This design comes from an exercise in tuning for a short achievable clock period and few clock cycles on the open sky130 flow, not from production work. The RTL was checked by simulation tests, not by an equivalence proof against the original design. No driver is modelled on the clock port, so clocking that relies on it looks cheaper here than on a real chip. Power figures rest on the tool's default switching activity, not on a simulated workload.

// cpuTop
module cpuTop #(
    parameter logic [DataWidth-1:0] resetPc = '0
) (
    input  logic                    clk,
    input  logic                    rst,
    output logic [DataWidth-1:0]    pc,
    output logic                    instrReq,
    input  cpuPkg::instrWord                instr,
    output logic                    regWrEn,
    output logic [RegAddrWidth-1:0] regWrAddr,
    output logic [DataWidth-1:0]    regWrData
);
Size: about 2800 cells after synthesis.
export LEC_CHECK = 0
export CAP_MARGIN = 20
export CORE_MARGIN = 2
export CORE_UTILIZATION = 50
export PLACE_DENSITY = 0.65
export SLEW_MARGIN = 20
export SYNTH_HIERARCHICAL = 1
export SYNTH_MINIMUM_KEEP_SIZE = 0
create_clock -name core_clock -period 8.0 [get_ports {clk}]
standard.sh (not shown) runs the stock make flow with config.mk's settings and CLKGATE_MAP_FILE= SYNTH_SCRIPT=/design/flow/synth_recipe.tcl, a recipe that flattens the netlist after the stock synthesis.
==> flow/flow/run.sh <==
#!/bin/bash
# The standard layout (standard.sh) with these changes:
#  - no full-adder extraction in synthesis (ADDER_MAP_FILE empty), so the
#    hand-built prefix adders keep their structure;
#  - timing repair may swap cells across footprints (MATCH_CELL_FOOTPRINT 0);
#  - ports are buffered with buf_8 cells;
#  - timing repair aims at a setup margin of 5.4 ns up to CTS, with extra
#    repair passes at the end of CTS (flow/extra_cts.tcl), and 5.25 ns after.
# Each make run's full output goes to its own log here; ORFS's per-step logs
# stay under orfs/logs.
set -euo pipefail
KNOBS=(ADDER_MAP_FILE= MATCH_CELL_FOOTPRINT=0 "BUFFER_PORTS_ARGS=-buffer_cell sky130_fd_sc_hd__buf_8")
bash standard.sh "${KNOBS[@]}" SETUP_SLACK_MARGIN=5.4 "POST_CTS_TCL=$PWD/flow/extra_cts.tcl" cts \
    > make_cts.log 2>&1
bash standard.sh "${KNOBS[@]}" SETUP_SLACK_MARGIN=5.25 finish > make_finish.log 2>&1
==> flow/flow/extra_cts.tcl <==
# Sourced at the end of ORFS's CTS step (POST_CTS_TCL). The step's own setup
# repair aims past what the output paths can reach and stops improving once
# they are the worst; these passes aim just below that, so the repair keeps
# working on the internal and input paths.
foreach margin {5.2 5.3} {
  repair_timing -setup -setup_margin $margin -hold_margin 0 -repair_tns 100 -verbose
}
detailed_placement
check_placement -verbose
Testbench counts at the start, summed over its fixed seeds: cycles 25,372.
Change:
--- a/flow/config.mk
+++ b/flow/config.mk
@@ -8,6 +8,6 @@
 export CAP_MARGIN = 20
 export CORE_MARGIN = 2
-export CORE_UTILIZATION = 50
-export PLACE_DENSITY = 0.65
+export CORE_UTILIZATION = 40
+export PLACE_DENSITY = 0.6
 export SLEW_MARGIN = 20
 export SYNTH_HIERARCHICAL = 1
Area after synthesis does not change; combinational power stays flat; critical path depth is unchanged; final cell count increases by 3.7%; worst setup slack gains 0.089 ns.
Change:
--- a/flow/config.mk
+++ b/flow/config.mk
@@ -8,6 +8,6 @@
 export CAP_MARGIN = 20
 export CORE_MARGIN = 2
-export CORE_UTILIZATION = 40
-export PLACE_DENSITY = 0.6
+export CORE_UTILIZATION = 60
+export PLACE_DENSITY = 0.75
 export SLEW_MARGIN = 20
 export SYNTH_HIERARCHICAL = 1
What happened: The changed run went through all stages and came out clean. Synthesized cell count stays the same. Register-to-register slack is about the same. Hold slack improved by 0.036 ns. Wire length drops by a few percent. Die area went down by a quarter to a third. Combinational power came out higher by a few percent. First-iteration DRC count is higher by a quarter to a third. Non-clock buffer count grows by 5. Power came out lower by a few percent.

* * *

garnet:
cpuTop, a different RTL version from the one above (not shown whole).
Size: roughly 3100 cells after synthesis.
## cpuTop
module cpuTop #(
    parameter logic [DataWidth-1:0] resetPc = '0
) (
    input  logic                    clk,
    input  logic                    rst,
    output logic [DataWidth-1:0]    pc,
    output logic                    instrReq,
    input  cpuPkg::instrWord                instr,
    output logic                    regWrEn,
    output logic [RegAddrWidth-1:0] regWrAddr,
    output logic [DataWidth-1:0]    regWrData
);
    logic [15:0] pcR;
    logic        reqR;
    logic [15:0] regs [16];
    logic        eWr;         
    logic        eBr;         
    logic        eBne;
    logic [3:0]  eRa;
    logic [15:0] opA, opB;        
    logic [15:0] sum, logicRes, res;    
    logic [3:0]  eShamt;
    logic [3:0]  eOff;
    logic        eSub, eArith, eNand, eOr, eSll, eSrl, eSra;
    logic        wrEnR;
    logic [3:0]  wrAddrR;
    logic [15:0] wrDataR;
    logic [15:0] wbData;
    logic [15:0] wSel;
    assign pc        = pcR;
    assign instrReq  = reqR;
    assign regWrEn   = wrEnR;
  ...
Settings: LEC_CHECK=0, CAP_MARGIN=20, CORE_MARGIN=2, CORE_UTILIZATION=40, PLACE_DENSITY=0.6, SLEW_MARGIN=20, SYNTH_HIERARCHICAL=1, SYNTH_MINIMUM_KEEP_SIZE=0; clock period 8.0 ns.
==> flow/flow/run.sh <==
#!/bin/bash
# The standard layout (standard.sh) with these changes:
#  - no full-adder extraction in synthesis (ADDER_MAP_FILE empty), so the
#    hand-built prefix adders keep their structure;
#  - timing repair may swap cells across footprints (MATCH_CELL_FOOTPRINT 0);
#  - ports are buffered with buf_8 cells;
set -euo pipefail
F=$PWD/flow
KNOBS=(ADDER_MAP_FILE= MATCH_CELL_FOOTPRINT=0 "BUFFER_PORTS_ARGS=-buffer_cell sky130_fd_sc_hd__buf_8"
       SETUP_SLACK_MARGIN=5.4)
bash standard.sh "${KNOBS[@]}" "POST_CTS_TCL=$F/extra_cts.tcl" cts > make_cts.log 2>&1
bash standard.sh "${KNOBS[@]}" "PRE_GLOBAL_ROUTE_TCL=$F/relax_outputs.tcl" \
    "POST_GLOBAL_ROUTE_TCL=$F/restore_outputs.tcl" finish > make_finish.log 2>&1
==> flow/flow/extra_cts.tcl <==
source [file join [file dirname [info script]] relax_outputs.tcl]
repair_timing -setup -setup_margin 5.45 -hold_margin 0 -repair_tns 100 -verbose
detailed_placement
check_placement -verbose
source [file join [file dirname [info script]] restore_outputs.tcl]
==> flow/flow/relax_outputs.tcl <==
# Optimisation aid: while the timing repair runs, the output ports' external
# delay is lowered so that the repair, which stops improving once its worst
# path cannot be improved, is not held up by the output paths (flip-flop to
# port, nothing to repair there) and keeps working on the other paths.
# restore_outputs.tcl puts the design's output delay back before the step
# writes its results.
set_output_delay 0.8 -clock [get_clocks core_clock] [all_outputs]
==> flow/flow/restore_outputs.tcl <==
# Puts back the design's output delay (20% of the 8 ns period), see
# relax_outputs.tcl.
set_output_delay 1.6 -clock [get_clocks core_clock] [all_outputs]
garnet went all the way through the flow, and no timing, DRC or antenna check failed.
Testbench counts of garnet, summed over its fixed seeds: cycles 25,372.
Edits applied to the flow inputs when going from garnet to violet:
==> flow/flow/run.sh <==
#!/bin/bash
# The standard layout (standard.sh) with these changes:
#  - no full-adder extraction in synthesis (ADDER_MAP_FILE empty), so the
#    hand-built prefix adders keep their structure;
#  - timing repair may swap cells across footprints (MATCH_CELL_FOOTPRINT 0);
#  - timing repair aims at a setup margin of 5.4 ns;
#  - ports are buffered with buf_8 cells.
# make's full output goes to make_finish.log; ORFS's per-step logs stay under orfs/logs.
set -euo pipefail
bash standard.sh ADDER_MAP_FILE= MATCH_CELL_FOOTPRINT=0 SETUP_SLACK_MARGIN=5.4 \
    "BUFFER_PORTS_ARGS=-buffer_cell sky130_fd_sc_hd__buf_8" finish > make_finish.log 2>&1
removed: flow/flow/extra_cts.tcl
removed: flow/flow/relax_outputs.tcl
removed: flow/flow/restore_outputs.tcl
[summary]
Taking garnet as the reference point, the worst setup slack of violet rises by 5.6 ps.
The maximum frequency on violet is in line with that on garnet.
Comparing violet with garnet, the routed via count came out essentially unchanged.
violet against garnet; DRC violation total after the first TritonRoute iteration is up by a few percent.
garnet -> violet: total number of sequential cells delta 0, exact match
[violet] total power rose about 0.5% relative to garnet
Delta(final standard cell utilization of the core, violet - garnet) > 0
In the flow results for violet and garnet, the wire length of the first global-routing pass is larger on garnet.
Re depth of the worst hold-timing path: no difference whatsoever between violet and garnet.
Routed wire in violet totals less than in garnet.
violet: routed length per instance lower than garnet

what the ideal ports hide:
How much do the figures lean on ideal ports? The routed layouts below were timed once more, with nothing changed but the port constraints.
Step 1: set_driving_cell puts a clkbuf_16 on clk and a buf_2 on each other input, an assumption about the parent block.
Step 2 adds t to the input delays and takes it off the output delays; t is the mean of the earliest and latest rising clock arrival at the registers after step 1. Input paths then give back, and output paths get back, about the clock's delay inside the block.
Three values: no drivers, after step 1, after step 2; two values: the first two.
run | t (ns) | setup WS [ns] | worst setup path at the end
the first run of note 1 | 0.639 | 5.161 / 5.065 / 4.426 | input to register
the second run of note 1 | 0.656 | 5.250 / 5.122 / 4.466 | input to register
the third run of note 1 | 0.653 | 5.216 / 5.018 / 4.365 | input to register
garnet | 0.641 | 5.261 / 5.170 / 4.529 | input to register
violet | 0.640 | 5.267 / 5.182 / 4.542 | input to register
After both steps setup and hold are still met in every run listed. For the third run of note 1, which loses most, drivers alone change the setup slack by -0.198 ns; drivers and shift together by -0.851 ns.
